Background: an optimization exercise with open tools, aiming at small area. Do not read the settings as production practice.
In this exercise RTL edits were held to simulation tests only and were not proved equivalent to the original.
No activity file was given, so power comes from the tool's default toggle rates.

<file path="config.mk">
export PLATFORM = sky130hd
export DESIGN_NAME = qrd_out_collector
export DESIGN_NICKNAME = qrd_out_collector
export VERILOG_FILES = /design/flow/design.v
export SDC_FILE = /design/flow/constraint.sdc
export NUM_CORES = 4
export LEC_CHECK = 0
export CAP_MARGIN = 20
export CORE_MARGIN = 2
export CORE_UTILIZATION = 40
export SLEW_MARGIN = 20
export SYNTH_HIERARCHICAL = 1
export SYNTH_MINIMUM_KEEP_SIZE = 0
</file>
<file path="constraint.sdc">
create_clock -name core_clock -period 5.0 [get_ports {clk}]
set_input_delay 1.0000 -clock core_clock [delete_from_list [all_inputs] [get_ports {clk}]]
set_output_delay 1.0000 -clock core_clock [all_outputs]
set_load 0.01 [all_outputs]
</file>
<file path="design.v">
module qrd_oc_screen #(
  parameter int DW  = 17,
  parameter int TOL = 16
) (
  input  logic [DW-1:0] i_x,
  output logic          o_bad
);
  assign o_bad = i_x[DW-1] ? (i_x < DW'((1 << DW) - TOL))
                           : (i_x > DW'(TOL));
endmodule
module qrd_oc_sel2 #(
  parameter int W = 1
) (
  input  logic         i_sa,
  input  logic         i_sb,
  input  logic [W-1:0] i_a,
  input  logic [W-1:0] i_b,
  output logic [W-1:0] o_y
);
  assign o_y = ({W{i_sa}} & i_a) | ({W{i_sb}} & i_b);
endmodule
module qrd_oc_sel3 #(
  parameter int W = 1
) (
  input  logic         i_sa,
  input  logic         i_sb,
  input  logic         i_sc,
  input  logic [W-1:0] i_a,
  input  logic [W-1:0] i_b,
  input  logic [W-1:0] i_c,
  output logic [W-1:0] o_y
);
  assign o_y = ({W{i_sa}} & i_a) | ({W{i_sb}} & i_b) | ({W{i_sc}} & i_c);
endmodule
module qrd_out_collector #(
  parameter int DW      = 17,
  parameter int LATENCY = 6,
  parameter int TOL     = 16,
  parameter int CNT_W   = 12
) (
  input  logic                clk,
  input  logic                rst_n,
  input  logic                i_start,
  input  logic [CNT_W-1:0]    i_stream_len,
  input  logic [DW-1:0]       i_lane0,
  input  logic [DW-1:0]       i_lane1,
  input  logic [DW-1:0]       i_lane2,
  input  logic [DW-1:0]       i_lane3,
  output logic                o_mat_valid,
  input  logic                i_mat_ready,
  output logic [16*DW-1:0]    o_mat_data,
  output logic                o_mat_tri_err,
  output logic                o_busy,
  output logic                o_done,
  output logic                o_ovf
);
  localparam int NUM_LANES = 4;
  localparam int CW        = NUM_LANES*DW;
  localparam int MW        = NUM_LANES*CW;
  logic             r_busy, r_done, r_ovf;
  logic             r_vh, r_vs;           
  logic [1:0]       r_ph;                 
  logic [1:0]       r_w;                  
  logic [CNT_W-1:0] r_rem;                
  logic [3:0][CW-1:0] r_sr;               
  logic [3:0]         r_p;                
  logic [MW-1:0]      r_h, r_s;
  logic               r_he, r_se;
  logic [NUM_LANES-1:0][DW-1:0] w_lanes;
  logic [NUM_LANES-1:0] w_bad;
  logic w_start_acc, w_push, w_end;
  logic w_ls, w_hs, w_ha, w_hb, w_hc;
  logic [MW:0] w_s_d, w_h_d;
  assign w_lanes  = {i_lane3, i_lane2, i_lane1, i_lane0};
  assign w_bad[0] = 1'b0;    
  for (genvar r = 1; r < NUM_LANES; r++) begin : g_scr
    qrd_oc_screen #(.DW(DW), .TOL(TOL)) u_scr (
      .i_x   (w_lanes[r]),
      .o_bad (w_bad[r])
    );
  end
  always_ff @(posedge clk) begin
    r_sr <= {w_lanes, r_sr[3:1]};
    r_p  <= {r_p[2], r_p[1] | w_bad[3], r_p[0] | w_bad[3] | w_bad[2],
             w_bad[3] | w_bad[2] | w_bad[1]};
  end
  assign w_start_acc = !r_busy && i_start && (i_stream_len != '0);
  assign w_push      = r_busy && (r_ph == 2'd0) && !r_w[1];
  assign w_end       = r_busy && (r_rem == '0);
  always_ff @(posedge clk) begin
    r_ph <= w_start_acc ? 2'd3 : r_ph + 2'd1;
    if (w_start_acc)        r_w <= 2'b11;
    else if (r_ph == 2'd0)  r_w <= {r_w[0], 1'b0};
    if (w_start_acc)        r_rem <= i_stream_len;
    else if (w_push)        r_rem <= r_rem - CNT_W'(1);
  end
  always_ff @(posedge clk or negedge rst_n) begin
    if (!rst_n) begin
      r_busy <= 1'b0;
      r_done <= 1'b0;
      r_ovf  <= 1'b0;
      r_vh   <= 1'b0;
      r_vs   <= 1'b0;
    end else begin
      r_busy <= r_busy ? !w_end : w_start_acc;
      r_done <= w_end || (!r_busy && i_start && (i_stream_len == '0));
      if (w_start_acc)                      r_ovf <= 1'b0;
      else if (w_push && r_vs && !i_mat_ready) r_ovf <= 1'b1;
      r_vh <= w_push || r_vs || (r_vh && !i_mat_ready);
      r_vs <= r_vh && (r_vs ? (w_push || !i_mat_ready) : (w_push && !i_mat_ready));
    end
  end
  assign w_ls = !r_vs || (r_vh && i_mat_ready);    
  assign w_hs = r_vs && !i_mat_ready;              
  assign w_ha = r_vs && i_mat_ready;               
  assign w_hb = !r_vs && (i_mat_ready || !r_vh);   
  assign w_hc = r_vh && !i_mat_ready;              
  qrd_oc_sel2 #(.W(MW+1)) u_s_sel (
    .i_sa (w_ls), .i_sb (w_hs),
    .i_a  ({r_p[3], r_sr}), .i_b ({r_se, r_s}),
    .o_y  (w_s_d)
  );
  qrd_oc_sel3 #(.W(MW+1)) u_h_sel (
    .i_sa (w_ha), .i_sb (w_hb), .i_sc (w_hc),
    .i_a  ({r_se, r_s}), .i_b ({r_p[3], r_sr}), .i_c ({r_he, r_h}),
    .o_y  (w_h_d)
  );
  always_ff @(posedge clk) begin
    {r_se, r_s} <= w_s_d;
    {r_he, r_h} <= w_h_d;
  end
  assign o_mat_valid   = r_vh;
  assign o_mat_data    = r_h;
  assign o_mat_tri_err = r_he;
  assign o_busy        = r_busy;
  assign o_done        = r_done;
  assign o_ovf         = r_ovf;
endmodule
</file>
<file path="run.sh">
#!/bin/bash
# synth_recipe.tcl (not shown) runs the flow's synth.tcl, then flattens the netlist and writes it again
# the make line also repeats each setting of config.mk as NAME=value (left out here)
make -C /OpenROAD-flow-scripts/flow DESIGN_CONFIG=/design/flow/config.mk WORK_HOME=/design/flow/orfs CLKGATE_MAP_FILE= SYNTH_SCRIPT=/design/flow/synth_recipe.tcl finish
</file>
==> notes.md, run 1 <==
Counting every instance in the synthesized netlist gives 1940. Number of library cell types mapped by synthesis: 48. The setup clock skew after layout is 13.4 ps, and the count of nets left with antenna violations after detail routing is 0.

The floorplan step defined a die boundary enclosing 0.0659 mm^2. Summed over its instances, the top area cell type makes up 64.8% of the synthesized netlist area. The tools report the pin count of the biggest net entering global routing as 166.

In this run the power spent charging and discharging nets is 4.89 mW. For this run, the slowest stage of the critical path takes 740 ps. The worst path in the final design needs a cycle of 2880 ps, including I/O delays and setup. The combined buffer and inverter count along the critical path was 1. The tools report the highest attainable clock frequency as 0.347 GHz.

The initial utilization of the core area, before any placement, comes to 40.5%. Combined global-route utilization of all metal layers: 18.5%. Top layer reached by signal wires: met4. Endpoint kind of the worst setup timing path: a flop. The ratio of routed vias to standard cells is 5.40, and the final cell count without fillers is 3173.

The tools report the number of buffers added to fix hold violations after cts as 0. In this run, the clock network consumes 35.4% of the power. The number of max-cap violations is 0, and the number of storage elements in the synthesis netlist is 843. The tools report the quantity of gates resized following cts as 0.

The synthesized design spends more area on one cell type than any other, namely dfxtp_1. Leaving out fill and tap cells, the most frequent cells in the layout are dfxtp_1, clkdlybuf4s50_1, inv_1. The met3 routed wirelength was 4.14 mm. The I/O pin count was 361.

The clock net sink count is 843. After detailed placement, the total cell area comes to 0.0291 mm^2. Including well taps, the total number of placed cells is 3019.

The final critical path takes up 57.6% of the cycle. By area the synthesized netlist is led by dfxtp_1, a222oi_1, a22o_1. Cells with a size suffix above 1 make up 7.82% of the layout.

The first global-routing pass estimated 98.3 mm of wire. The clock passes through at most 3 buffers. For the latest clock arrival within the worst-skew pair, the log shows 620 ps. In this run switching power makes up 27.0% of total power. The power share of the sequential group was 45.8%; the core area was 0.0631 mm^2. The post-route standard cell area excluding fillers was 0.0319 mm^2; the area growth from synthesis to layout was 25.1%. The synthesized design contains 12 enable-type register cells. The critical path is of the in2reg type. At the worst endpoint, the required time is 5250 ps. Setup violations remaining at the end of the flow were counted as 0. The CTS clock-pin slew for the worst setup and hold paths is 60 ps.

Detailed routing placed a total of 29.9 mm of wire on met2. The global route total overflow is 0. At the end of the flow, the number of nets in the layout was 2348. The cell-internal power was 13.2 mW; the actual slew at the worst max-slew pin was 989 ps. The top fanout value on the critical path was 19; the number of global-route vias before repair was 16.6k. At the end of routability-driven placement, the weighted congestion stood at 0.802. Leaving out fill and tap cells, the most frequent cell in the layout is dfxtp_1. Measured along the x axis, the die boundary spans 257 um. Before antenna repair, the detailed router went through 9 iterations. In the final routed layout, each cell accounts on average for 20.1 um.

The flow ran to the end and the layout has no timing, DRC or antenna violations. The fraction of registers with async set or reset after synthesis is 0.593%, and the count of H-tree levels built during CTS is 3. The initial antenna violation count is 0, and the number of cell rows is 92. Summed over all cells, the static leakage comes to 13.4 nW. The worst max-slew margin expressed relative to the limit came out at 33.9%.

The largest individual stage delay along the critical path comes from the cell nor4_2. Gate family responsible for the most delay along the worst path: simple AND/OR/NAND/NOR gates. A synthesized cell averages 13.2 um^2. The run gives 0 ps as the post-route setup TNS. The startpoint type of the worst setup path is an input port. For this run, the number of Yosys warnings is 7.

Measured along the y axis, the die boundary spans 257 um. Number of max-slew violations in the final report: 0. The total DRC errors in the routed layout is 0, and the post-synthesis sequential area ratio is 66.7%. In this run the cell area of the synthesized design comes to 0.0255 mm^2. Clock tree synthesis inserted a total of 86 buffers.

The total routed wirelength was 63.9 mm. Type of the most critical hold path: reg2reg. The signal on the critical path passes through clkdlybuf4s50_1 -> nor4_2 -> a31o_2 -> nand2_1. The tools report the synthesized net count as 2027. The cell chosen for the clock root is clkbuf_16. The tools report the detailed-route via count as 17.1k. Across the VDD grid, the largest voltage drop is 0.000435 V. The detailed router finished its first iteration with 2319 violations. During placement, the flow inserted port buffers numbering 360. The power density normalized to cell area works out to 568 mW/mm^2. The count of endpoints failing hold in the final timing report came out at 0. Post-CTS timing repair inserted 0 buffers for setup. Data on the critical path arrives at its endpoint at 3130 ps.

After detailed routing, the wire length on met1 is 28.3 mm. TritonCTS built the clock tree. In this run, the combinational gates consume 18.8% of the power.

The run gives 38.6 mm as the half-perimeter wire length after placement. The most used flip-flop cell after synthesis is dfxtp_1. Setup repair after global routing left no endpoint under its margin.
==> metrics by stage <==
stage | total power [mW] | setup WS [ps] | hold slack (ps) | util [%]
final | 18.1 | 2120 | 347 | 50.6
after global routing | 18.9 | 1920 | 360 | 50.6
after CTS | 18.3 | 2150 | 343 | 50.6
after detailed placement | 11.9 | 1480 | 313 | 46.1
after global placement | 11.8 | 1580 | 320 | 46.1
after floorplan | 10.2 | 2390 | 310 | -
==> synthesized netlist by cell type (4+ instances only) <==
| master | instances |
|---|---|
| dfxtp_1 | 826 |
| inv_1 | 282 |
| a222oi_1 | 273 |
| a22o_1 | 273 |
| buf_6 | 121 |
| buf_2 | 29 |
| nor4_1 | 14 |
| edfxtp_1 | 12 |
| nand2_1 | 9 |
| nand4_1 | 8 |
| a311oi_1 | 7 |
| a31oi_1 | 7 |
| dfrtp_1 | 5 |
| nand3_1 | 5 |
| nor2_1 | 5 |
| o41ai_1 | 5 |
| a21oi_1 | 4 |
| mux2_2 | 4 |
| o21ai_0 | 4 |
==> sequential cells by signal, summed over array words and instances, names as in the netlist <==
register and count:
r_ph 2, r_busy 1, r_h 272, r_ovf 1, r_done 1, r_se 1, r_s 272, r_he 1
r_w 2, r_vs 1, r_sr 272, r_vh 1, r_p 4, r_rem 12
==> final cells by class <==
| cell class | instances | area, um^2 |
|---|---|---|
| diodes | 1 | 2.50 |
| clock buffers | 129 | 2580 |
| clock inverters | 24 | 302 |
| fillers | 5529 | 31100 |
| inverters | 282 | 1060 |
| multi-input cells | 660 | 5960 |
| flip-flops and latches | 843 | 17000 |
| well taps | 846 | 1060 |
| repair buffers | 388 | 3960 |
==> final timing paths <==
kind	startpoint	to	slack, ps	depth (start not counted)
max reg2reg	r_rem[0]	r_rem[10]	2840	5
min reg2reg	r_p[2]	r_p[3]	350	0
max in group asynchronous	rst_n	r_ovf	4220	1
max	i_stream_len[0]	r_rem[8]	2120	4
min	r_p[2]	r_p[3]	350	0
min in group asynchronous	rst_n	r_done	600	1
==> kinds of logic after synthesis <==
kind of cell / synth area share (%)
multiplexers: 0.255
AND/OR/NAND/NOR: 1.66
adder cells (fa/ha/maj): 0.147
flip-flops: 66.7
buffers and inverters: 10.1
XOR/XNOR: 0.103
AO/OA/AOI/OAI: 21.0
==> power by group through the flow <==
stage          clock network (mW)  logic (mW)  registers [mW]
2_1_floorplan                   0        1.60            8.58
3_3_place_gp                    0        3.39            8.40
3_5_place_dp                    0        3.44            8.43
4_1_cts                      6.56        3.45            8.31
5_1_grt                      6.84        3.66            8.42
6_report                     6.42        3.41            8.31
==> layer usage <==
| metal | vias up | track usage (%) |
|---|---|---|
| met5 | - | 0 |
| met4 | 0 | 6.04 |
| met3 | 99 | 4.10 |
| met2 | 627 | 29.5 |
| met1 | 8435 | 24.9 |
| li1 | 7974 | - |
==> run 2: changes to the inputs <==
--- a/config.mk
+++ b/config.mk
@@ -7,7 +7,7 @@
 export LEC_CHECK = 0
 export CAP_MARGIN = 20
 export CORE_MARGIN = 2
-export CORE_UTILIZATION = 40
+export CORE_UTILIZATION = 70
 export SLEW_MARGIN = 20
 export SYNTH_HIERARCHICAL = 1
 export SYNTH_MINIMUM_KEEP_SIZE = 0
==> run 2 against run 1 <==
Net effect:
- still clean
- non-clock buffer count fell by 3
- core utilization rose by 36 points
- flip-flop and latch count did not move
- highest routed layer unchanged
==> notes.md, run 2 <==
The logs give 2771 (was 3173) for the final cell count without fillers and 0 (unchanged) for the number of max-slew violations in the final report. The placer's final routability congestion estimate is 0.813 (was 0.802). The tools report the total die area as 0.0380 mm^2 (was 0.0659 mm^2). The number of iterations in the first detailed-routing pass came out at 13 (was 9). The path type of the worst setup path is in2reg (unchanged). The average cell area after synthesis is 13.2 um^2 (unchanged).

Commonest non-fill, non-tap cells in the layout: dfxtp_1, clkdlybuf4s50_1, inv_1 (unchanged). The pin count of the biggest net entering global routing was 141 (was 166); the flop-to-flop setup slack was 2670 ps (was 2840 ps). The final cycle utilization of the critical path came out at 58.2% (was 57.6%).

The endpoint kind of the worst setup timing path is a flop (unchanged). Netlist area before placement: 0.0255 mm^2 (unchanged). For the filler cell count in the final layout, the log shows 1764 (was 5529). Setup repair after global routing left no endpoint under its margin. The fraction of registers with async set or reset after synthesis is 0.593% (unchanged), and the final critical path time including I/O delays and setup is 2910 ps (was 2880 ps). The actual slew at the worst max-slew pin was 861 ps (was 989 ps); the number of cell rows was 69 (was 92). The power density normalized to cell area is 563 mW/mm^2 (was 568 mW/mm^2), and the synthesized net count is 2027 (unchanged). The tools report the static leakage as 13.2 nW (was 13.4 nW). The number of library cell types mapped by synthesis was 48 (unchanged).

The post-route standard cell area excluding fillers was 0.0310 mm^2 (was 0.0319 mm^2). The routed length per placed instance came out at 23.1 um (was 20.1 um). The startpoint type of the worst setup path is an input port (unchanged).

The type of the most critical hold path was reg2reg (unchanged). The tools report the count of yosys warnings during synthesis as 7 (unchanged). The logs give 7 (was 0) for the initial antenna violation count and 3 (unchanged) for the count of H-tree levels built during CTS. The clock tree buffer depth was 3 (unchanged). The total DRC errors in the routed layout is 0 (unchanged), and the endpoint required time on the critical path is 5520 ps (was 5250 ps).

Post-route setup TNS: 0 ps (unchanged). The number of buffers added to fix hold violations after cts is 0 (unchanged), and the count of endpoints failing hold in the final timing report is 0 (unchanged). The logs give 361 (unchanged) for the I/O pin count and 1940 (unchanged) for the synthesized netlist cell count. Number of storage elements in the synthesis netlist: 843 (unchanged). The post-CTS repair timing setup buffer count is 0 (unchanged). The run gives 0 (unchanged) as the global route total overflow.

Detailed-route via count: 17.8k (was 17.1k). The clock net sink count is 843 (unchanged). The layout cell share with drive strength beyond 1 works out to 6.69% (was 7.82%). The flow ran to the end and the layout has no timing, DRC or antenna violations. Commonest cells in the synthesized netlist: dfxtp_1, inv_1, a222oi_1, a22o_1, buf_6 (unchanged). The tools report the endpoint of the lowest-slack register-to-register path as r_h[127] (was r_rem[10]). The highest attainable clock frequency is 0.344 GHz (was 0.347 GHz). Top cells by area in the synthesized netlist: dfxtp_1, a222oi_1, a22o_1 (unchanged).

The tools report the effective utilization at floorplan as 71.4% (was 40.5%). The cell accounting for the most synthesized area was dfxtp_1 (unchanged). The startpoint of the tightest hold check path is r_p[2] (unchanged). Total routed wirelength: 64.0 mm (was 63.9 mm). The worst ir drop on vdd is 0.000391 V (was 0.000435 V), and the number of global-route vias before repair is 17.5k (was 16.6k). The setup clock skew after layout was 10.4 ps (was 13.4 ps); the quantity of gates resized following cts was 0 (unchanged). The post-placement cell area is 0.0285 mm^2 (was 0.0291 mm^2). The smallest setup slack after layout came out at 2090 ps (was 2120 ps). Total placed cells including tap cells: 2630 (was 3019).

The most frequent standard cell in the layout excluding fill and tap cells was dfxtp_1 (unchanged). The count of nets left with antenna violations after detail routing was 0 (unchanged); the DRC violation total after the first TritonRoute iteration was 2746 (was 2319). The tools report the pre-CTS worst setup slack as 1580 ps (was 1480 ps). The count of buffers inserted at the top-level ports was 360 (unchanged). The run gives 0.0357 mm^2 (was 0.0631 mm^2) as the core area. The number of stages on the worst hold path is 0 (unchanged). Dominant register cell in the synthesized netlist: dfxtp_1 (unchanged). The ratio of routed vias to standard cells works out to 6.43 (was 5.40).

TritonCTS built the clock tree. The tools report the cell chosen for the clock root as clkbuf_16 (unchanged). The leading cell type by number of instances after synthesis is dfxtp_1 (unchanged). The post-synthesis sequential area ratio was 66.7% (unchanged). CTS clock-pin slew for the worst setup and hold paths: 60 ps (about the same). The top fanout value on the critical path was 140 (was 19).

The total CTS buffers was 76 (was 86). The area growth from synthesis to layout came out at 21.4% (was 25.1%). The count of nets after finishing is 2335 (was 2348). The final setup violation count is 0 (unchanged), and the number of synthesized flops with an enable pin is 12 (unchanged). The worst max-slew margin expressed relative to the limit came out at 42.6% (was 33.9%). The total power after layout is 17.5 mW (was 18.1 mW), and the first-pass GRT wire length is 98.5 mm (was 98.3 mm). The y dimension of the die is 195 um (was 257 um).

The half-perimeter wire length after placement was 37.2 mm (was 38.6 mm). The source of the worst register-to-register timing path is r_vh (was r_rem[0]). The top cell type's share of synthesized area works out to 64.8% (unchanged). The endpoint with the worst hold slack was r_p[3] (unchanged). The length in cells of the worst reg-to-reg path came out at 5 (unchanged). The logs give 3430 ps (was 3130 ps) for the arrival time at the worst endpoint and 0 (unchanged) for the number of max-cap violations. The die extent in x was 195 um (was 257 um); the combined global-route utilization of all metal layers was 32.5% (was 18.5%). The tools report the latest clock arrival within the worst-skew pair as 590 ps (was 620 ps).
run 2: cell families (layout without fill, tap and decap cells):
| group | count (synthesis) | count (layout) | synth area share (%) |
|---|---|---|---|
| AO/OA/AOI/OAI | 580 | 580 | 21.0 |
| XOR/XNOR | 3 | 3 | 0.103 |
| adder cells (fa/ha/maj) | 3 | 3 | 0.147 |
| buffers and inverters | 437 | 800 | 10.1 |
| flip-flops | 843 | 843 | 66.7 |
| multiplexers | 6 | 6 | 0.255 |
| other | 0 | 7 | 0 |
| AND/OR/NAND/NOR | 68 | 68 | 1.66 |
run 2: layer usage:
layer / part of all wire, % / wire length (um) / GRT usage (%) / vias to the layer above
met2: 48 / 30600 / 52.1 / 904
li1: - / - / - / 7950
met5: 0 / 0 / 0 / -
met3: 8.8 / 5620 / 8.20 / 164
met4: 4.8 / 3040 / 16.3 / 0
met1: 39 / 24800 / 41.2 / 8801
run 2: layout make-up:
| cell class | count | area (um^2) | share of cell area [%] |
|---|---|---|---|
| inverters | 282 | 1060 | 3.41 |
| clock inverters | 15 | 129 | 0.416 |
| clock buffers | 118 | 2320 | 7.47 |
| multi-input cells | 660 | 5960 | 19.2 |
| flip-flops and latches | 843 | 17000 | 54.9 |
| diodes | 7 | 17.5 | 0.0565 |
| repair buffers | 385 | 3930 | 12.7 |
| well taps | 461 | 577 | 1.86 |
run 2: worst max-delay path by stage:
stage | end | start | slack, ps | depth (start not counted)
final | r_h[127] | i_mat_ready | 2090 | 6
after global routing | r_rem[4] | i_stream_len[9] | 1990 | 4
after CTS | r_rem[2] | i_stream_len[6] | 2180 | 4
after detailed placement | r_rem[2] | i_stream_len[6] | 1580 | 4
after global placement | r_h[271] | i_mat_ready | 1640 | 6
after floorplan | r_rem[0] | i_stream_len[6] | 2390 | 5
run 2: power breakdown:
part           total, mW  leakage (nW)  internal (mW)  switching (mW)
clock network       5.67          1.21           3.29            2.38
logic               3.42          4.84           1.72            1.71
registers           8.37          7.14           7.73           0.642
run 2: critical path, cell delays in order:
cell             delay (ps)
clkdlybuf4s50_1         550
nor2b_4                 230
buf_12                  470
buf_12                  590
a222oi_1                150
inv_1                   140
run 2: per-stage QoR:
| stage | hold WS, ps | utilization, % |
|---|---|---|
| after detailed placement | 327 | 79.8 |
| after global placement | 313 | 79.8 |
| final | 337 | 86.7 |
| after CTS | 337 | 86.6 |
| after floorplan | 310 | - |
| after global routing | 338 | 86.7 |
==> run 3: changes to the inputs <==
--- a/design.v
+++ b/design.v
@@ -63,7 +63,7 @@
   logic [1:0]       r_w;                  
   logic [CNT_W-1:0] r_rem;                
   logic [3:0][CW-1:0] r_sr;               
-  logic [3:0]         r_p;                
+  logic [2:0]         r_p;                
   logic [MW-1:0]      r_h, r_s;
   logic               r_he, r_se;
   logic [NUM_LANES-1:0][DW-1:0] w_lanes;
@@ -75,24 +75,23 @@
   assign w_bad[0] = 1'b0;    
   for (genvar r = 1; r < NUM_LANES; r++) begin : g_scr
     qrd_oc_screen #(.DW(DW), .TOL(TOL)) u_scr (
-      .i_x   (w_lanes[r]),
+      .i_x   (r_sr[3][r*DW +: DW]),
       .o_bad (w_bad[r])
     );
   end
   always_ff @(posedge clk) begin
     r_sr <= {w_lanes, r_sr[3:1]};
-    r_p  <= {r_p[2], r_p[1] | w_bad[3], r_p[0] | w_bad[3] | w_bad[2],
+    r_p  <= {r_p[1] | w_bad[3], r_p[0] | w_bad[3] | w_bad[2],
              w_bad[3] | w_bad[2] | w_bad[1]};
   end
   assign w_start_acc = !r_busy && i_start && (i_stream_len != '0);
-  assign w_push      = r_busy && (r_ph == 2'd0) && !r_w[1];
-  assign w_end       = r_busy && (r_rem == '0);
+  assign w_push      = r_busy && (r_ph == 2'd1) && !r_w[1];
+  assign w_end       = r_busy && !r_w[1] && ({r_rem, r_ph} == {CNT_W'('1), 2'd0});
   always_ff @(posedge clk) begin
-    r_ph <= w_start_acc ? 2'd3 : r_ph + 2'd1;
+    if (w_start_acc) {r_rem, r_ph} <= {i_stream_len, 2'd2};
+    else             {r_rem, r_ph} <= {r_rem, r_ph} - (CNT_W+2)'(1);
     if (w_start_acc)        r_w <= 2'b11;
-    else if (r_ph == 2'd0)  r_w <= {r_w[0], 1'b0};
-    if (w_start_acc)        r_rem <= i_stream_len;
-    else if (w_push)        r_rem <= r_rem - CNT_W'(1);
+    else if (r_ph == 2'd1)  r_w <= {r_w[0], 1'b0};
   end
   always_ff @(posedge clk or negedge rst_n) begin
     if (!rst_n) begin
@@ -117,12 +116,12 @@
   assign w_hc = r_vh && !i_mat_ready;              
   qrd_oc_sel2 #(.W(MW+1)) u_s_sel (
     .i_sa (w_ls), .i_sb (w_hs),
-    .i_a  ({r_p[3], r_sr}), .i_b ({r_se, r_s}),
+    .i_a  ({r_p[2], r_sr}), .i_b ({r_se, r_s}),
     .o_y  (w_s_d)
   );
   qrd_oc_sel3 #(.W(MW+1)) u_h_sel (
     .i_sa (w_ha), .i_sb (w_hb), .i_sc (w_hc),
-    .i_a  ({r_se, r_s}), .i_b ({r_p[3], r_sr}), .i_c ({r_he, r_h}),
+    .i_a  ({r_se, r_s}), .i_b ({r_p[2], r_sr}), .i_c ({r_he, r_h}),
     .o_y  (w_h_d)
   );
   always_ff @(posedge clk) begin
==> flow/run.sh (new file) <==
#!/bin/bash
# The standard layout, with two changes: port buffers are the smallest buffer cell, and
# clock tree synthesis uses small clock buffers, larger sink clusters and no dummy loads.
set -euo pipefail
export BUFFER_PORTS_ARGS="-buffer_cell sky130_fd_sc_hd__buf_1"
export CTS_ARGS="-sink_clustering_enable -repair_clock_nets -dont_use_dummy_load -buf_list {sky130_fd_sc_hd__clkbuf_4 sky130_fd_sc_hd__clkbuf_8} -sink_clustering_size 18 -sink_clustering_max_diameter 45"
bash standard.sh > standard_flow.log 2>&1
==> standard.sh (new file) <==
#!/bin/bash
# synth_recipe.tcl (not shown) runs the flow's synth.tcl, then flattens the netlist and writes it again
# the make line also repeats each setting of config.mk as NAME=value (left out here)
make -C /OpenROAD-flow-scripts/flow DESIGN_CONFIG=/design/flow/config.mk WORK_HOME=/design/flow/orfs CLKGATE_MAP_FILE= SYNTH_SCRIPT=/design/flow/synth_recipe.tcl "${@:-finish}"
--- a/config.mk
+++ b/config.mk
@@ -7,7 +7,7 @@
 export LEC_CHECK = 0
 export CAP_MARGIN = 20
 export CORE_MARGIN = 2
-export CORE_UTILIZATION = 70
+export CORE_UTILIZATION = 55
 export SLEW_MARGIN = 20
 export SYNTH_HIERARCHICAL = 1
 export SYNTH_MINIMUM_KEEP_SIZE = 0
removed: run.sh
==> run 3 against run 2 <==
Net effect:
- combinational power grew 4%
- total power shrank 9.6%
- synthesized cell count grew 0.10%
- clock power shrank 42%
- cell count grew 2.5%
- design area shrank 12%
- via count shrank 5.3%
- flip-flop and latch count shrank 1
- routed wire length shrank 5.5%
- sequential power grew 6.6%
- critical path type unchanged
- critical endpoint is now r_h[14]
- highest routed layer unchanged
==> notes.md, run 3 <==
Most frequent standard cell in the layout excluding fill and tap cells: dfxtp_1 (unchanged). The total die area is 0.0479 mm^2 (was 0.0380 mm^2), and the combined buffer and inverter count along the critical path is 3 (was 4). The count of buffers inserted at the top-level ports works out to 360 (unchanged). The run finished with no timing, DRC or antenna violations. The final critical path time including I/O delays and setup was 2410 ps (was 2910 ps). For the endpoint required time on the critical path, the log shows 5560 ps (was 5520 ps). The power share of the sequential group is 56.5% (was 47.9%). Placer's final routability congestion estimate: 0.795 (was 0.813). The top fanout value on the critical path is 67 (was 140).

The netlist area before placement is 0.0254 mm^2 (was 0.0255 mm^2). The cell accounting for the most synthesized area was dfxtp_1 (unchanged). The post-route setup TNS was 0 ps (unchanged); the total routed wirelength was 60.5 mm (was 64.0 mm). The cell chosen for the clock root was clkbuf_8 (was clkbuf_16). The biggest cell delay along the critical path is 810 ps (was 590 ps). Dominant register cell in the synthesized netlist: dfxtp_1 (unchanged). The quantity of gates resized following cts was 0 (unchanged).

The endpoint kind of the worst setup timing path is a flop (unchanged). The final cycle utilization of the critical path is 48.1% (was 58.2%). The path type of the worst setup path was in2reg (unchanged). The I/O pin count is 361 (unchanged).

The logs give 670 ps (was 590 ps) for the latest clock arrival within the worst-skew pair and 0.0273 mm^2 (was 0.0310 mm^2) for the post-route standard cell area excluding fillers. The top cell type's share of synthesized area came out at 66.1% (was 64.8%). The number of storage elements in the synthesis netlist was 842 (was 843). The power density normalized to cell area is 578 mW/mm^2 (was 563 mW/mm^2).

The number of max-cap violations is 0 (unchanged). The count of nets left with antenna violations after detail routing came out at 0 (unchanged). The proportion of power drawn by the clock network is 20.8% (was 32.4%). The tools report the endpoint of the lowest-slack register-to-register path as r_h[14] (was r_h[127]). The layout cell share with drive strength beyond 1 was 4.69% (was 6.69%); the number of cell rows was 78 (was 69).

The synthesized netlist cell count was 1942 (was 1940). The count of endpoints failing hold in the final timing report was 0 (unchanged). The switching power was 5.12 mW (was 4.73 mW).

The run gives 0 (unchanged) as the number of max-slew violations in the final report. The global route total overflow is 0 (unchanged), and the routed length per placed instance is 21.3 um (was 23.1 um). For the number of buffers added to fix hold violations after cts, the log shows 0 (unchanged). Critical Path, Cell by Cell: buf_1 -> and2_4 -> buf_4 -> a222oi_1 -> inv_1 (was clkdlybuf4s50_1 -> nor2b_4 -> buf_12 -> buf_12 -> a222oi_1 -> inv_1). Setup repair after global routing left no endpoint under its margin.

The y dimension of the die was 219 um (was 195 um); the synthesized net count was 2028 (was 2027). Average cell area after synthesis: 13.1 um^2 (was 13.2 um^2). The tools report the filler cell count in the final layout as 3782 (was 1764).

For the post-placement cell area, the log shows 0.0263 mm^2 (was 0.0285 mm^2). The half-perimeter wire length after placement is 36.4 mm (was 37.2 mm). The effective utilization at floorplan is 55.8% (was 71.4%).

Type of the most critical hold path: in2async (was reg2reg). The logs give 3 (unchanged) for the clock tree buffer depth and 22.6% (was 19.6%) for the part of the total power dissipated in combinational logic. TritonCTS built the clock tree. The logs give 11.6 nW (was 13.2 nW) for the static leakage and 0 (unchanged) for the post-CTS repair timing setup buffer count. The number of synthesized flops with an enable pin came out at 0 (was 12). The length in cells of the worst reg-to-reg path works out to 4 (was 5). For the total CTS buffers, the log shows 72 (was 76).

Top cells by area in the synthesized netlist: dfxtp_1, a222oi_1, a22o_1 (unchanged). Gate family responsible for the most delay along the worst path: buffers and inverters (unchanged). The first-pass GRT wire length was 91.7 mm (was 98.5 mm).

The initial antenna violation count is 0 (was 7), and the count of nets after finishing is 2328 (was 2335). Commonest non-fill, non-tap cells in the layout: dfxtp_1, buf_1, inv_1 (was dfxtp_1, clkdlybuf4s50_1, inv_1). The total power after layout came out at 15.8 mW (was 17.5 mW). The run gives 16.9k (was 17.8k) as the detailed-route via count.

For the pin count of the biggest net entering global routing, the log shows 144 (was 141). Cell with the largest stage delay on the worst path: and2_4 (was buf_12). The number of global-route vias before repair came out at 15.7k (was 17.5k).

The number of iterations in the first detailed-routing pass is 10 (was 13). The area growth from synthesis to layout works out to 7.64% (was 21.4%). The leading cell type by number of instances after synthesis is dfxtp_1 (unchanged). The run gives 0.416 GHz (was 0.344 GHz) as the highest attainable clock frequency. The source of the worst register-to-register timing path is r_vs (was r_vh).

Ratio of routed vias to standard cells: 5.94 (was 6.43). The logs give 2515 (was 2746) for the DRC violation total after the first TritonRoute iteration and 0 (unchanged) for the final setup violation count. The actual slew at the worst max-slew pin was 956 ps (was 861 ps); the CTS clock-pin slew for the worst setup and hold paths was 70 ps (was 60 ps). The post-synthesis sequential area ratio is 66.5% (was 66.7%), and the post-route worst hold slack is 212 ps (was 337 ps). The switching share of total power is 32.4% (was 27.1%). The die extent in x was 219 um (was 195 um); the setup clock skew after layout was 57.1 ps (was 10.4 ps).

The core area was 0.0455 mm^2 (was 0.0357 mm^2); the fraction of registers with async set or reset after synthesis was 0.594% (was 0.593%). The worst max-slew margin expressed relative to the limit came out at 36.3% (was 42.6%). Commonest cells in the synthesized netlist: dfxtp_1, inv_1, a222oi_1, a22o_1, buf_6 (unchanged). The count of yosys warnings during synthesis came out at 7 (unchanged). For the combined global-route utilization of all metal layers, the log shows 24.2% (was 32.5%).

Cell-internal power: 10.7 mW (was 12.7 mW). The worst ir drop on vdd was 0.000433 V (was 0.000391 V). The startpoint type of the worst setup path is an input port (unchanged). The count of H-tree levels built during CTS is 3 (unchanged), and the total DRC errors in the routed layout is 0 (unchanged).

The flop-to-flop setup slack was 2790 ps (was 2670 ps). The tools report the arrival time at the worst endpoint as 2960 ps (was 3430 ps). For the number of library cell types mapped by synthesis, the log shows 43 (was 48). The run gives 842 (was 843) as the clock net sink count.
[run 3: cell types whose count changed after synthesis, sizes merged, moves of 6 or more]
cell	previous run	this run
a311oi	7	0
dfxtp	826	837
edfxtp	12	0
nand2	9	17
xnor2	2	8
[run 3: area by class of cell]
type	count	area [um^2]	share of cell area [%]
well taps	600	751	2.75
multi-input cells	668	5960	21.8
flip-flops and latches	842	16900	61.8
inverters	278	1040	3.82
repair buffers	380	1670	6.12
diodes	1	2.50	0.00917
clock buffers	72	991	3.63
[run 3: routing by layer]
metal  track usage (%)  share of wire, %
met1              35.8                45
met2              34.5                43
met3              6.67               8.8
met4              7.09               2.4
met5                 0                 0
[run 3: logic make-up after synthesis]
group | synth area share, %
and+or+nand+nor | 1.93
xor gates and xnor gates | 0.345
DFF | 66.5
muxes | 0.0888
AOI/OAI and AO/OA | 20.8
adders and majority gates | 0.138
buffers and inverters | 10.1
[run 3: how the worst max path moves through the flow]
stage                          startpoint             to  cells after the start
after CTS                          r_h[5]  o_mat_data[5]                      1
after detailed placement      i_mat_ready       r_h[265]                      5
after global routing          i_mat_ready        r_h[14]                      5
after floorplan           i_stream_len[4]         r_busy                      4
final                         i_mat_ready        r_h[14]                      5
after global placement        i_mat_ready        r_h[82]                      5
[run 3: power by group through the flow]
stage | Sequential (mW) | Combinational (mW) | Clock (mW)
after floorplan | 9.23 | 2.14 | 0
after detailed placement | 9.03 | 3.58 | 0
after global routing | 9.07 | 3.89 | 3.65
after CTS | 8.90 | 3.59 | 3.40
after global placement | 9.00 | 3.52 | 0
final | 8.92 | 3.57 | 3.29
[run 3: metrics by stage]
stage,std cells,setup WS [ps],util [%]
floorplan,1942,2860,-
global placement,2767,2040,57.8
detailed placement,2768,2010,57.8
CTS,2840,2600,60.0
global route,2840,2540,60.0
finish,2841,2590,60.0
==> run 4: changes to the inputs <==
--- a/config.mk
+++ b/config.mk
@@ -7,7 +7,7 @@
 export LEC_CHECK = 0
 export CAP_MARGIN = 20
 export CORE_MARGIN = 2
-export CORE_UTILIZATION = 55
+export CORE_UTILIZATION = 62
 export SLEW_MARGIN = 20
 export SYNTH_HIERARCHICAL = 1
 export SYNTH_MINIMUM_KEEP_SIZE = 0
==> run 4 against run 3 <==
Net effect:
- still clean on timing, DRC and antenna
- register-to-register slack got worse by 200 ps
- core utilization rose by 6.7 points
- clock skew fell by 5.9 ps
- maximum frequency fell by 5.0%
- largest cell class unchanged
==> notes.md, run 4 <==
The tools report the DRC violation total after the first TritonRoute iteration as 2464 (was 2515). The count of buffers inserted at the top-level ports is 360 (unchanged). The flow ran to the end and the layout has no timing, DRC or antenna violations. The latest clock arrival within the worst-skew pair is 640 ps (was 670 ps).

The number of synthesized flops with an enable pin is 0 (unchanged), and the first-pass GRT wire length is 87.9 mm (was 91.7 mm). For the number of iterations in the first detailed-routing pass, the log shows 12 (was 10). For the worst ir drop on vdd, the log shows 0.000377 V (was 0.000433 V). The tools report the last element of the critical path as r_h[182] (was r_h[14]). The clock net sink count came out at 842 (unchanged). Total DRC errors in the routed layout: 0 (unchanged). The most frequent standard cell in the layout excluding fill and tap cells was dfxtp_1 (unchanged). The actual slew at the worst max-slew pin was 1090 ps (was 956 ps); the static leakage was 11.5 nW (was 11.6 nW). The dominant register cell in the synthesized netlist is dfxtp_1 (unchanged). The top fanout value on the critical path is 83 (was 67), and the I/O pin count is 361 (unchanged). The tools report the worst max-slew margin expressed relative to the limit as 27.6% (was 36.3%). The final cycle utilization of the critical path was 50.7% (was 48.1%).

The netlist area before placement was 0.0254 mm^2 (unchanged). For the synthesized netlist cell count, the log shows 1942 (unchanged). The global route total overflow is 0 (unchanged).

Power density normalized to cell area: 577 mW/mm^2 (was 578 mW/mm^2). Length in cells of the worst reg-to-reg path: 5 (was 4). Critical Path, Cell by Cell: buf_1 -> nor2b_4 -> nor2_4 -> buf_12 -> a222oi_1 -> inv_1 (was buf_1 -> and2_4 -> buf_4 -> a222oi_1 -> inv_1). The total placed cells including tap cells is 2700 (was 2768), and the setup clock skew after layout is 51.2 ps (was 57.1 ps).

The clock tree buffer depth came out at 3 (unchanged). The cell chosen for the clock root is clkbuf_8 (unchanged). The tools report the flop-to-flop setup slack as 2590 ps (was 2790 ps). The layout cell share with drive strength beyond 1 is 4.52% (was 4.69%). The tools report the startpoint type of the worst setup path as an input port (unchanged).

The endpoint required time on the critical path is 5470 ps (was 5560 ps). The tools report the source of the critical timing path as i_mat_ready (unchanged). The tools report the source of the worst register-to-register timing path as r_vh (was r_vs). The arrival time at the worst endpoint is 3010 ps (was 2960 ps). The tools report the effective utilization at floorplan as 62.4% (was 55.8%).

The fraction of registers with async set or reset after synthesis is 0.594% (unchanged), and the ratio of routed vias to standard cells is 6.07 (was 5.94). Commonest non-fill, non-tap cells in the layout: dfxtp_1, buf_1, inv_1 (unchanged). The CTS clock-pin slew for the worst setup and hold paths came out at 100 ps (was 70 ps). The tools report the endpoint of the lowest-slack register-to-register path as r_h[182] (was r_h[14]). Commonest cells in the synthesized netlist: dfxtp_1, inv_1, a222oi_1, a22o_1, buf_6 (unchanged). The placer's final routability congestion estimate is 0.803 (was 0.795). The area growth from synthesis to layout is 6.98% (was 7.64%), and the number of buffers added to fix hold violations after cts is 0 (unchanged). The run gives 0.0425 mm^2 (was 0.0479 mm^2) as the total die area. The initial antenna violation count was 2 (was 0); the quantity of gates resized following cts was 0 (unchanged). The tools report the number of global-route vias before repair as 15.6k (was 15.7k). The endpoint kind of the worst setup timing path is a flop (unchanged). The core area was 0.0406 mm^2 (was 0.0455 mm^2).

The detailed-route via count was 16.8k (was 16.9k). Path type of the worst setup path: in2reg (unchanged). The count of endpoints failing hold in the final timing report came out at 0 (unchanged). The total routed wirelength is 58.3 mm (was 60.5 mm), and the routed length per placed instance is 21.0 um (was 21.3 um).

The leading cell type by number of instances after synthesis is dfxtp_1 (unchanged). The top cell type's share of synthesized area was 66.1% (unchanged). TritonCTS built the clock tree.

Top cells by area in the synthesized netlist: dfxtp_1, a222oi_1, a22o_1 (unchanged). The highest attainable clock frequency was 0.395 GHz (was 0.416 GHz); the synthesized net count was 2028 (unchanged). The count of yosys warnings during synthesis is 7 (unchanged), and the number of max-cap violations is 0 (unchanged).

The number of max-slew violations in the final report is 0 (unchanged), and the final critical path time including I/O delays and setup is 2530 ps (was 2410 ps). The y dimension of the die works out to 206 um (was 219 um). The post-route setup TNS was 0 ps (unchanged). For the final cell count without fillers, the log shows 2770 (was 2841). For the count of nets after finishing, the log shows 2324 (was 2328). The count of nets left with antenna violations after detail routing came out at 0 (unchanged). The total CTS buffers came out at 68 (was 72). The average cell area after synthesis was 13.1 um^2 (unchanged).

The half-perimeter wire length after placement is 35.6 mm (was 36.4 mm). The logs give 66.8% (was 60.0%) for the final standard cell utilization of the core and 3 (unchanged) for the count of H-tree levels built during CTS. Cell with the largest stage delay on the worst path: nor2b_4 (was and2_4).

The final setup violation count was 0 (unchanged); the biggest cell delay along the critical path was 640 ps (was 810 ps). The post-synthesis sequential area ratio is 66.5% (unchanged). The number of library cell types mapped by synthesis is 43 (unchanged). Setup repair after global routing left no endpoint under its margin. The die extent in x was 206 um (was 219 um); the combined global-route utilization of all metal layers was 26.0% (was 24.2%). The number of cell rows was 74 (was 78). The type of the most critical hold path is in2async (unchanged). The post-CTS repair timing setup buffer count is 0 (unchanged), and the number of storage elements in the synthesis netlist is 842 (unchanged). The pin count of the biggest net entering global routing came out at 194 (was 144). The cell accounting for the most synthesized area was dfxtp_1 (unchanged).
-- run 4: changes by cell type in the layout (fill, tap and decap cells not counted) --
cell and delta:
a31oi_2 +1, a31oi_4 -1, buf_16 -1, buf_4 +1, clkbuf_8 -4, diode_2 +1
-- run 4: per-stage QoR --
stage               setup slack (ps)  power (mW)  area [um^2]  hold WS [ps]
finish                          2470        15.7        27100           209
global route                    2370        16.4        27100           169
CTS                             2590        15.7        27100           170
detailed placement              1920        12.6        26200           358
global placement                1930        12.5        26200           355
floorplan                       2860        11.4        25400           351
-- run 4: layer usage --
layer	share of wire, %	vias to the layer above	GRT usage, %
met3	9.3	95	7.49
li1	-	7802	-
met5	0	-	0
met2	44	690	37.7
met1	44	8229	37.4
met4	3.0	0	8.72
-- run 4: kinds of logic after synthesis --
group / Yosys count / share of synthesized area [%]
AOI/OAI and AO/OA: 571 / 20.8
xor gates and xnor gates: 10 / 0.345
adders and majority gates: 3 / 0.138
buffers and inverters: 432 / 10.1
DFF: 842 / 66.5
muxes: 2 / 0.0888
and+or+nand+nor: 82 / 1.93
-- run 4: worst min path at each step --
stage	from	end	slack [ps]	cells after the start
after detailed placement	r_sr[176]	r_sr[108]	360	0
after global routing	rst_n	r_ovf	170	1
after global placement	r_sr[158]	r_sr[90]	360	0
after CTS	rst_n	r_ovf	170	1
after floorplan	r_sr[68]	r_sr[0]	350	0
final	rst_n	r_ovf	210	1
-- run 4: layout make-up --
cell class / instances / area [um^2]
Sequential cell: 842 / 16900
Fill cell: 3133 / 13500
Multi-Input combinational cell: 668 / 5950
Timing Repair Buffer: 380 / 1650
Inverter: 278 / 1040
Clock buffer: 68 / 936
Tap cell: 532 / 666
Antenna cell: 2 / 5.00
-- run 4: critical path: cells and delay by family --
family / cells / cell delay [ps]
buffers and inverters: 3 / 570
and+or+nand+nor: 2 / 980
AOI/OAI and AO/OA: 1 / 370
-- run 4: where the power goes --
part | internal [mW] | switching (mW)
Combinational | 1.32 | 2.22
Clock | 1.22 | 1.97
Sequential | 8.06 | 0.862
==> run 5: changes to the inputs <==
--- a/config.mk
+++ b/config.mk
@@ -7,7 +7,7 @@
 export LEC_CHECK = 0
 export CAP_MARGIN = 20
 export CORE_MARGIN = 2
-export CORE_UTILIZATION = 62
+export CORE_UTILIZATION = 66
 export SLEW_MARGIN = 20
 export SYNTH_HIERARCHICAL = 1
 export SYNTH_MINIMUM_KEEP_SIZE = 0
==> run 5 against run 4 <==
Net effect:
- still clean
- core utilization grew 4.6 points
- synthesized cell count is the same
- combinational power barely moved
- sequential power grew 0.6%
- register-to-register slack improved by 40 ps
- setup slack got worse by 2.2 ps
- non-clock buffer count unchanged
- first-iteration DRC count up 4.6%
- via count grew 0.73%
- critical path type unchanged
==> notes.md, run 5 <==
The run gives 5590 ps (was 5470 ps) as the endpoint required time on the critical path. The logs give 0.0261 mm^2 (was 0.0262 mm^2) for the post-placement cell area and 35.5 mm (was 35.6 mm) for the half-perimeter wire length after placement. The tools report the total die area as 0.0400 mm^2 (was 0.0425 mm^2).

The combined global-route utilization of all metal layers was 27.9% (was 26.0%); the top cell type's share of synthesized area was 66.1% (unchanged). The logs give 0 (unchanged) for the total DRC errors in the routed layout and 0.0254 mm^2 (unchanged) for the netlist area before placement. Count of endpoints failing hold in the final timing report: 0 (unchanged). The total placed cells including tap cells is 2679 (was 2700). The cell accounting for the most synthesized area is dfxtp_1 (unchanged). The number of max-cap violations came out at 0 (unchanged). I/O pin count: 361 (unchanged).

The synthesized netlist cell count was 1942 (unchanged); the number of synthesized flops with an enable pin was 0 (unchanged). The post-route worst hold slack is 175 ps (was 209 ps). The clock net sink count is 842 (unchanged), and the CTS clock-pin slew for the worst setup and hold paths is 90 ps (was 100 ps). The gate family responsible for the most delay along the worst path is simple AND/OR/NAND/NOR gates (unchanged). The logs give 0 (was 2) for the antenna cell count and 3130 ps (was 3010 ps) for the arrival time at the worst endpoint. The number of storage elements in the synthesis netlist was 842 (unchanged).

The run gives 57.7 ps (was 51.2 ps) as the setup clock skew after layout. The highest attainable clock frequency came out at 0.394 GHz (was 0.395 GHz). The final standard cell utilization of the core was 71.4% (was 66.8%); the clock tree buffer depth was 3 (unchanged).

The final setup violation count came out at 0 (unchanged). The area growth from synthesis to layout works out to 6.22% (was 6.98%). Worst max-slew margin expressed relative to the limit: 17.0% (was 27.6%). The tools report the detailed-route via count as 16.9k (was 16.8k).

The cell chosen for the clock root was clkbuf_8 (unchanged). For the final cell count without fillers, the log shows 2739 (was 2770). The post-route setup TNS is 0 ps (unchanged). The run gives 1710 ps (was 1920 ps) as the pre-CTS worst setup slack. The leading cell type by number of instances after synthesis is dfxtp_1 (unchanged).

The run gives 2 (was 3) as the count of H-tree levels built during CTS. For the flop-to-flop setup slack, the log shows 2630 ps (was 2590 ps). The fraction of registers with async set or reset after synthesis came out at 0.594% (unchanged). The logs give 66.5% (unchanged) for the post-synthesis sequential area ratio and 2316 (was 2324) for the count of nets after finishing. The footprint of the multi-input gates was 0.00595 mm^2 (unchanged). The flow ran to the end and the layout has no timing, DRC or antenna violations. The tools report the startpoint type of the worst setup path as an input port (unchanged).

The final cycle utilization of the critical path is 50.7% (about the same). The count of buffers inserted at the top-level ports was 360 (unchanged). The path type of the worst setup path is in2reg (unchanged). Top cells by area in the synthesized netlist: dfxtp_1, a222oi_1, a22o_1 (unchanged). Critical Path, Cell by Cell: buf_1 -> and2_4 -> buf_12 -> a222oi_1 -> inv_1 (was buf_1 -> nor2b_4 -> nor2_4 -> buf_12 -> a222oi_1 -> inv_1). The run gives 0.0269 mm^2 (was 0.0271 mm^2) as the post-route standard cell area excluding fillers. The filler cell count in the final layout came out at 2823 (was 3133).

The die extent in x came out at 200 um (was 206 um). The actual slew at the worst max-slew pin is 1240 ps (was 1090 ps), and the final critical path time including I/O delays and setup is 2530 ps (about the same). Commonest cells in the synthesized netlist: dfxtp_1, inv_1, a222oi_1, a22o_1, buf_6 (unchanged). Commonest non-fill, non-tap cells in the layout: dfxtp_1, buf_1, inv_1 (unchanged). The post-CTS repair timing setup buffer count is 0 (unchanged). Routed length per placed instance: 21.2 um (was 21.0 um).

Endpoint kind of the worst setup timing path: a flop (unchanged). The core area is 0.0378 mm^2 (was 0.0406 mm^2). Number of global-route vias before repair: 16.0k (was 15.6k).

The run gives 0 (unchanged) as the global route total overflow. The number of buffers added to fix hold violations after cts came out at 0 (unchanged). The number of iterations in the first detailed-routing pass is 11 (was 12).

TritonCTS built the clock tree. The tools report the DRC violation total after the first TritonRoute iteration as 2577 (was 2464). The average cell area after synthesis was 13.1 um^2 (unchanged); the biggest cell delay along the critical path was 940 ps (was 640 ps). Setup repair after global routing left no endpoint under its margin. The run gives 67.2% (was 62.4%) as the effective utilization at floorplan.

The ratio of routed vias to standard cells was 6.18 (was 6.07). The first-pass GRT wire length came out at 88.6 mm (was 87.9 mm). The tools report the synthesized net count as 2028 (unchanged).

The cell with the largest stage delay on the worst path was and2_4 (was nor2b_4). The register area was 0.0169 mm^2 (unchanged). The top fanout value on the critical path was 100 (was 83). The total CTS buffers was 60 (was 68); the number of max-slew violations in the final report was 0 (unchanged). Latest clock arrival within the worst-skew pair: 680 ps (was 640 ps).

For the placer's final routability congestion estimate, the log shows 0.811 (was 0.803). The tools report the initial antenna violation count as 0 (was 2). Type of the most critical hold path: in2async (unchanged).

The y dimension of the die was 200 um (was 206 um). The dominant register cell in the synthesized netlist was dfxtp_1 (unchanged). The combined buffer and inverter count along the critical path came out at 3 (unchanged). The quantity of gates resized following cts is 0 (unchanged). The power density normalized to cell area is 574 mW/mm^2 (was 577 mW/mm^2), and the worst ir drop on vdd is 0.000398 V (was 0.000377 V). The static leakage was 11.5 nW (about the same). The tools report the count of nets left with antenna violations after detail routing as 0 (unchanged). The most frequent standard cell in the layout excluding fill and tap cells was dfxtp_1 (unchanged). The layout cell share with drive strength beyond 1 is 4.17% (was 4.52%), and the number of cell rows is 71 (was 74). The total power after layout was 15.5 mW (was 15.7 mW); the smallest setup slack after layout was 2470 ps (about the same). For the number of library cell types mapped by synthesis, the log shows 43 (unchanged). The tools report the count of yosys warnings during synthesis as 7 (unchanged). The pin count of the biggest net entering global routing was 208 (was 194). Total routed wirelength: 58.1 mm (was 58.3 mm).
## run 5: power breakdown
| part | switching [mW] | leakage, nW | internal, mW |
|---|---|---|---|
| combinational | 2.19 | 3.91 | 1.32 |
| sequential | 0.911 | 7.12 | 8.06 |
| clock | 1.93 | 0.431 | 1.07 |
## run 5: logic make-up (layout without fill, tap and decap cells)
kind of cell	count (synthesis)	after routing	synth area share [%]
flip-flops	842	842	66.5
AO/OA/AOI/OAI	571	571	20.8
multiplexers	2	2	0.0888
XOR/XNOR	10	10	0.345
buffers and inverters	432	718	10.1
adder cells (fa/ha/maj)	3	3	0.138
AND/OR/NAND/NOR	82	82	1.93
## run 5: final timing paths
check                             from        to  cells after the start
setup / recovery           i_mat_ready   r_h[32]                      5
hold / removal                   rst_n     r_ovf                      1
setup reg to reg                  r_vh   r_h[15]                      5
hold reg to reg               r_sr[88]  r_sr[20]                      0
max in group asynchronous        rst_n    r_busy                      1
min in group core_clock       r_sr[88]  r_sr[20]                      0
## run 5: layer usage
| layer | part of all wire, % | track usage [%] | wire (um) |
|---|---|---|---|
| met1 | 44 | 40.4 | 25400 |
| met2 | 43 | 40.5 | 25200 |
| met3 | 9.9 | 7.80 | 5760 |
| met4 | 3.0 | 9.27 | 1720 |
| met5 | 0 | 0 | 0 |
## run 5: worst reg2reg max path, delay by kind of cell, from the launching register on
kind,cells,cell delay [ps]
flip-flops,1,380
buffers and inverters,3,1520
AND/OR/NAND/NOR,1,220
AO/OA/AOI/OAI,1,180
## run 5: final cells by class
class                   instances  area share [%]
multi-input cells             668            22.1
inverters                     278            3.87
well taps                     511            2.37
flip-flops and latches        842            62.6
clock buffers                  60            3.06
repair buffers                380            5.94
==> run 6: changes to the inputs <==
==> flow/run.sh (replaced) <==
#!/bin/bash
# The standard layout, with two changes: port buffers are the smallest buffer cell, and
# clock tree synthesis uses small clock buffers, larger sink clusters and no dummy loads.
set -euo pipefail
export BUFFER_PORTS_ARGS="-buffer_cell sky130_fd_sc_hd__buf_1"
export CTS_ARGS="-sink_clustering_enable -repair_clock_nets -dont_use_dummy_load -buf_list {sky130_fd_sc_hd__clkbuf_4 sky130_fd_sc_hd__clkbuf_8} -sink_clustering_size 14 -sink_clustering_max_diameter 40"
bash standard.sh > standard_flow.log 2>&1
--- a/config.mk
+++ b/config.mk
@@ -7,7 +7,7 @@
 export LEC_CHECK = 0
 export CAP_MARGIN = 20
 export CORE_MARGIN = 2
-export CORE_UTILIZATION = 66
+export CORE_UTILIZATION = 55
 export SLEW_MARGIN = 20
 export SYNTH_HIERARCHICAL = 1
 export SYNTH_MINIMUM_KEEP_SIZE = 0
==> run 6 against run 5 <==
Net effect:
- maximum frequency up 8.0%
- die area up 20%
- hold slack about the same
- clock-buffer cell count up 35
- clock power up 26%
- non-clock buffer count unchanged
- global-route usage down 3.6 points
- largest cell class unchanged
- largest power group unchanged
==> notes.md, run 6 <==
Setup repair after global routing left no endpoint under its margin. The logs give 66.5% (unchanged) for the post-synthesis sequential area ratio and 0.426 GHz (was 0.394 GHz) for the highest attainable clock frequency. Top cells by area in the synthesized netlist: dfxtp_1, a222oi_1, a22o_1 (unchanged). For the core area, the log shows 0.0455 mm^2 (was 0.0378 mm^2).

The detailed-route via count was 16.9k (about the same). The tools report the post-CTS repair timing setup buffer count as 0 (unchanged). The power share of the sequential group was 54.9% (was 58.0%); the number of max-cap violations was 0 (unchanged). Endpoint kind of the worst setup timing path: a flop (unchanged).

For the smallest setup slack after layout, the log shows 2650 ps (was 2470 ps). The cell accounting for the most synthesized area is dfxtp_1 (unchanged). The total die area came out at 0.0479 mm^2 (was 0.0400 mm^2). Placer's final routability congestion estimate: 0.795 (was 0.811). The count of yosys warnings during synthesis is 7 (unchanged). The clock net sink count is 842 (unchanged). The y dimension of the die came out at 219 um (was 200 um). The tools report the synthesized net count as 2028 (unchanged). The global-route met2 utilization was 33.9% (was 40.5%); the layout cell share with drive strength beyond 1 was 5.66% (was 4.17%).

Latest clock arrival within the worst-skew pair: 660 ps (was 680 ps). The synthesized netlist cell count was 1942 (unchanged). The flow ran to the end and the layout has no timing, DRC or antenna violations.

The tools report the initial antenna violation count as 0 (unchanged). The most frequent standard cell in the layout excluding fill and tap cells was dfxtp_1 (unchanged). The path type of the worst setup path is in2reg (unchanged).

The proportion of power drawn by the clock network was 23.2% (was 19.4%); the number of synthesized flops with an enable pin was 0 (unchanged). The run gives 0 (unchanged) as the final setup violation count. Number of iterations in the first detailed-routing pass: 10 (was 11). The tools report the antenna cell count as 0 (unchanged).

The ratio of routed vias to standard cells is 5.90 (was 6.18). The met1 track demand over resource was 35.8% (was 40.4%). The die extent in x is 219 um (was 200 um), and the CTS clock-pin slew for the worst setup and hold paths is 90 ps (about the same).

Routed length per placed instance: 21.2 um (about the same). Fraction of registers with async set or reset after synthesis: 0.594% (unchanged). The number of storage elements in the synthesis netlist came out at 842 (unchanged).

The startpoint type of the worst setup path is an input port (unchanged). The top cell type's share of synthesized area works out to 66.1% (unchanged). The run gives 0 (unchanged) as the quantity of gates resized following cts. Final cycle utilization of the critical path: 47.0% (was 50.7%). The run gives 6.60% (was 7.80%) as the met3 global-route usage. The filler cell count in the final layout is 3758 (was 2823), and the final critical path time including I/O delays and setup is 2350 ps (was 2530 ps). The cell-internal power was 11.1 mW (was 10.4 mW); the count of endpoints failing hold in the final timing report was 0 (unchanged).

Source of the worst register-to-register timing path: r_vs (was r_vh). The actual slew at the worst max-slew pin was 957 ps (was 1240 ps). The dominant register cell in the synthesized netlist was dfxtp_1 (unchanged).

The setup clock skew after layout was 58.7 ps (was 57.7 ps); the DRC violation total after the first TritonRoute iteration was 2572 (was 2577). Source of the critical timing path: i_mat_ready (unchanged). The logs give 0 (unchanged) for the number of buffers added to fix hold violations after cts and 24.3% (was 27.9%) for the combined global-route utilization of all metal layers. The power density normalized to cell area came out at 589 mW/mm^2 (was 574 mW/mm^2). Worst max-slew margin expressed relative to the limit: 36.2% (was 17.0%). The run gives 60.6 mm (was 58.1 mm) as the total routed wirelength. Commonest non-fill, non-tap cells in the layout: dfxtp_1, buf_1, inv_1 (unchanged).

The number of global-route vias before repair was 15.9k (was 16.0k). The total DRC errors in the routed layout was 0 (unchanged); the effective utilization at floorplan was 55.8% (was 67.2%). The leading cell type by number of instances after synthesis is dfxtp_1 (unchanged).

For the number of cell rows, the log shows 78 (was 71). The clock tree buffer depth was 3 (unchanged); the area growth from synthesis to layout was 8.87% (was 6.22%). The logs give 0.0254 mm^2 (unchanged) for the netlist area before placement and 21.9% (was 22.7%) for the part of the total power dissipated in combinational logic. The tools report the count of nets after finishing as 2351 (was 2316). TritonCTS built the clock tree. The endpoint required time on the critical path was 5560 ps (was 5590 ps); the pin count of the biggest net entering global routing was 144 (was 208). The cell chosen for the clock root is clkbuf_8 (unchanged).

Busiest metal layer after global routing: met1 (was met2). The run gives 3 (was 2) as the count of H-tree levels built during CTS. The type of the most critical hold path was in2async (unchanged).

The run gives 92.1 mm (was 88.6 mm) as the first-pass GRT wire length. For the static leakage, the log shows 11.7 nW (was 11.5 nW). The top fanout value on the critical path is 67 (was 100). The global route total overflow was 0 (unchanged); the I/O pin count was 361 (unchanged). The half-perimeter wire length after placement is 36.4 mm (was 35.5 mm), and the switching share of total power is 32.0% (was 32.5%).

The total CTS buffers was 95 (was 60); the switching power was 5.20 mW (was 5.03 mW). The arrival time at the worst endpoint is 2910 ps (was 3130 ps). Commonest cells in the synthesized netlist: dfxtp_1, inv_1, a222oi_1, a22o_1, buf_6 (unchanged). The count of nets left with antenna violations after detail routing was 0 (unchanged). The count of buffers inserted at the top-level ports is 360 (unchanged), and the average cell area after synthesis is 13.1 um^2 (unchanged). The logs give 43 (unchanged) for the number of library cell types mapped by synthesis and 0 (unchanged) for the number of max-slew violations in the final report.

The pre-CTS worst setup slack is 2010 ps (was 1710 ps), and the post-route setup TNS is 0 ps (unchanged). For the worst ir drop on vdd, the log shows 0.000424 V (was 0.000398 V).
-- run 6: worst max-delay path: stages --
cell,delay (ps)
buf_1,280
and2_4,800
buf_4,490
a222oi_1,200
inv_1,100
-- run 6: cell type report --
| class | instances | area (um^2) | share of cell area [%] |
|---|---|---|---|
| Timing Repair Buffer | 380 | 1670 | 6.05 |
| Multi-Input combinational cell | 668 | 5960 | 21.6 |
| Sequential cell | 842 | 16900 | 61.1 |
| Inverter | 278 | 1040 | 3.78 |
| Tap cell | 600 | 751 | 2.72 |
| Clock buffer | 95 | 1310 | 4.73 |
-- run 6: path summary, 6_finish.rpt --
path	endpoint	slack (ps)	depth (start not counted)
max in group asynchronous	r_done	4560	1
worst min register to register	r_sr[60]	340	0
min in group core_clock	r_sr[60]	340	0
worst max-delay path	r_h[265]	2650	5
worst max register to register	r_h[265]	2800	4
worst min-delay path	r_busy	170	1
-- run 6: per-stage QoR --
step | power [mW] | cells | area, um^2 | utilization [%] | hold WS, ps
3_5_place_dp | 12.6 | 2768 | 26300 | 57.8 | 358
3_3_place_gp | 12.5 | 2767 | 26300 | 57.8 | 355
6_report | 16.3 | 2863 | 27600 | 60.7 | 175
2_1_floorplan | 11.4 | 1942 | 25400 | - | 351
5_1_grt | 17.1 | 2863 | 27600 | 60.7 | 167
4_1_cts | 16.4 | 2863 | 27600 | 60.7 | 125
-- run 6: logic make-up after synthesis --
logic type                 after synthesis  synth area share, %
DFF                                    842                 66.5
and+or+nand+nor                         82                 1.93
xor gates and xnor gates                10                0.345
adders and majority gates                3                0.138
buffers and inverters                  432                 10.1
muxes                                    2               0.0888
AOI/OAI and AO/OA                      571                 20.8
-- run 6: metal layers --
layer | wire [um] | share of wire [%]
met5 | 0 | 0
met4 | 1690 | 2.8
met3 | 5630 | 9.3
met2 | 26000 | 43
met1 | 27300 | 45
-- run 6: power by group through the flow --
stage	logic (mW)	clock network, mW	registers, mW
finish	3.56	3.77	8.93
global route	3.89	4.18	9.08
CTS	3.59	3.89	8.91
detailed placement	3.58	0	9.03
global placement	3.52	0	9.00
floorplan	2.14	0	9.23
==> run 7: changes to the inputs <==
==> flow/run.sh (replaced) <==
#!/bin/bash
# The standard layout, with two changes: port buffers are the smallest buffer cell, and
# clock tree synthesis uses small clock buffers, larger sink clusters and no dummy loads.
set -euo pipefail
export BUFFER_PORTS_ARGS="-buffer_cell sky130_fd_sc_hd__buf_1"
export CTS_ARGS="-sink_clustering_enable -repair_clock_nets -dont_use_dummy_load -buf_list {sky130_fd_sc_hd__clkbuf_4 sky130_fd_sc_hd__clkbuf_8} -sink_clustering_buffer sky130_fd_sc_hd__clkbuf_4 -sink_clustering_size 12 -sink_clustering_max_diameter 35"
bash standard.sh > standard_flow.log 2>&1
==> run 7 against run 6 <==
Net effect:
- maximum frequency shrank 0.76%
- clock-buffer cell count rose by 21
- via count is 1.6% higher
- sequential power hardly changed
- non-clock buffer count stayed put
- first-iteration DRC count decreased by 4.6%
- still clean
- clock skew rose by 2.5 ps
- flip-flop and latch count unchanged
- critical path depth is the same
- routed wire length rose by 0.36%
==> notes.md, run 7 <==
The post-synthesis sequential area ratio was 66.5% (unchanged). The CTS clock-pin slew for the worst setup and hold paths is 100 ps (was 90 ps). The run finished with no timing, DRC or antenna violations. Commonest non-fill, non-tap cells in the layout: dfxtp_1, buf_1, inv_1 (unchanged). The DRC violation total after the first TritonRoute iteration was 2453 (was 2572); the netlist area before placement was 0.0254 mm^2 (unchanged). The biggest cell delay along the critical path is 800 ps (about the same), and the setup clock skew after layout is 61.2 ps (was 58.7 ps). The logs give 0 (unchanged) for the number of max-cap violations and 0 (unchanged) for the count of endpoints failing hold in the final timing report.

The detailed-route via count was 17.2k (was 16.9k). The number of max-slew violations in the final report is 0 (unchanged), and the number of library cell types mapped by synthesis is 43 (unchanged). TritonCTS built the clock tree. The clock tree buffer depth is 3 (unchanged), and the top fanout value on the critical path is 67 (unchanged). The tools report the cell chosen for the clock root as clkbuf_8 (unchanged).

The filler cell count in the final layout came out at 3821 (was 3758). The actual slew at the worst max-slew pin works out to 956 ps (was 957 ps). Critical Path, Cell by Cell: buf_1 -> and2_4 -> buf_4 -> a222oi_1 -> inv_1 (unchanged). The combined global-route utilization of all metal layers was 24.5% (was 24.3%); the count of H-tree levels built during CTS was 3 (unchanged). The initial antenna violation count is 0 (unchanged), and the pre-CTS worst setup slack is 2010 ps (unchanged). The final cycle utilization of the critical path works out to 47.3% (was 47.0%). The fraction of registers with async set or reset after synthesis came out at 0.594% (unchanged).

For the I/O pin count, the log shows 361 (unchanged). The synthesized netlist cell count was 1942 (unchanged); the routed length per placed instance was 21.1 um (was 21.2 um). The source of the critical timing path is i_mat_ready (unchanged). For the half-perimeter wire length after placement, the log shows 36.4 mm (unchanged). The total DRC errors in the routed layout is 0 (unchanged), and the average cell area after synthesis is 13.1 um^2 (unchanged). Setup repair after global routing left no endpoint under its margin. Top cells by area in the synthesized netlist: dfxtp_1, a222oi_1, a22o_1 (unchanged). The smallest setup slack after layout was 2630 ps (was 2650 ps); the worst ir drop on vdd was 0.000427 V (was 0.000424 V). The tools report the highest attainable clock frequency as 0.423 GHz (was 0.426 GHz).

The most frequent standard cell in the layout excluding fill and tap cells was dfxtp_1 (unchanged). The count of nets left with antenna violations after detail routing was 0 (unchanged). The run gives 2950 ps (was 2910 ps) as the arrival time at the worst endpoint. The number of synthesized flops with an enable pin came out at 0 (unchanged). The leading cell type by number of instances after synthesis was dfxtp_1 (unchanged).

The y dimension of the die is 219 um (unchanged). The worst max-slew margin expressed relative to the limit was 36.3% (was 36.2%); the final setup violation count was 0 (unchanged). The count of nets after finishing is 2372 (was 2351). The power density normalized to cell area was 576 mW/mm^2 (was 589 mW/mm^2).

The run gives 11.6 nW (was 11.7 nW) as the static leakage.
run 7: cell count changes in the layout (fill, tap and decap cells not counted):
cell,delta
clkbuf_8,-86
diode_2,+1
clkbuf_4,+107
run 7: path summary, 6_finish.rpt:
path | endpoint | slack (ps) | cells after the start
hold reg to reg | r_sr[147] | 310 | 0
min in group core_clock | r_sr[147] | 310 | 0
max in group asynchronous | r_done | 4570 | 1
setup reg to reg | r_h[83] | 2820 | 4
hold / removal | r_ovf | 180 | 1
setup / recovery | r_h[83] | 2630 | 5
run 7: report_power, final:
group	total (mW)	internal, mW	switching (mW)
registers	8.92	8.06	0.861
clock network	3.20	1.15	2.04
logic	3.57	1.31	2.25
run 7: per-stage QoR:
| stage | instance area [um^2] | hold slack [ps] |
|---|---|---|
| 2_1_floorplan | 25400 | 351 |
| 3_3_place_gp | 26300 | 355 |
| 3_5_place_dp | 26300 | 358 |
| 4_1_cts | 27200 | 113 |
| 5_1_grt | 27200 | 132 |
| 6_report | 27200 | 176 |
run 7: layer usage:
metal	vias up	GRT usage (%)	part of all wire [%]
met5	-	0	0
met4	0	7.30	2.1
met3	92	6.99	8.8
met2	669	34.8	44
met1	8462	35.9	45
li1	7947	-	-
run 7: cell families (layout without fill, tap and decap cells):
family,after synthesis,after routing,synth area share [%]
other cells,0,1,0
flops,842,842,66.5
xor+xnor,10,10,0.345
compound gates,571,571,20.8
buf+inv,432,774,10.1
fa+ha+maj,3,3,0.138
simple gates,82,82,1.93
mux,2,2,0.0888
run 7: final cells by class:
type | count | area, um^2 | share of cell area (%)
Tap cell | 600 | 751 | 2.76
Inverter | 278 | 1040 | 3.83
Sequential cell | 842 | 16900 | 62.0
Multi-Input combinational cell | 668 | 5960 | 21.9
Antenna cell | 1 | 2.50 | 0.00919
Clock buffer | 116 | 927 | 3.40
Timing Repair Buffer | 380 | 1670 | 6.14
run 7: worst max-delay path: cells and delay by family:
kind	cells	cell delay, ps
AOI/OAI and AO/OA	1	180
buffers and inverters	3	900
and+or+nand+nor	1	800

Re-timed with assumed drivers on the ports (clkbuf_16 on the clock, buf_2 on other inputs), run 7 has 2.612 ns of setup slack against 2.634 ns with ideal ports, and 1.960 ns once port delays also move by the mid clock arrival of 0.700 ns.
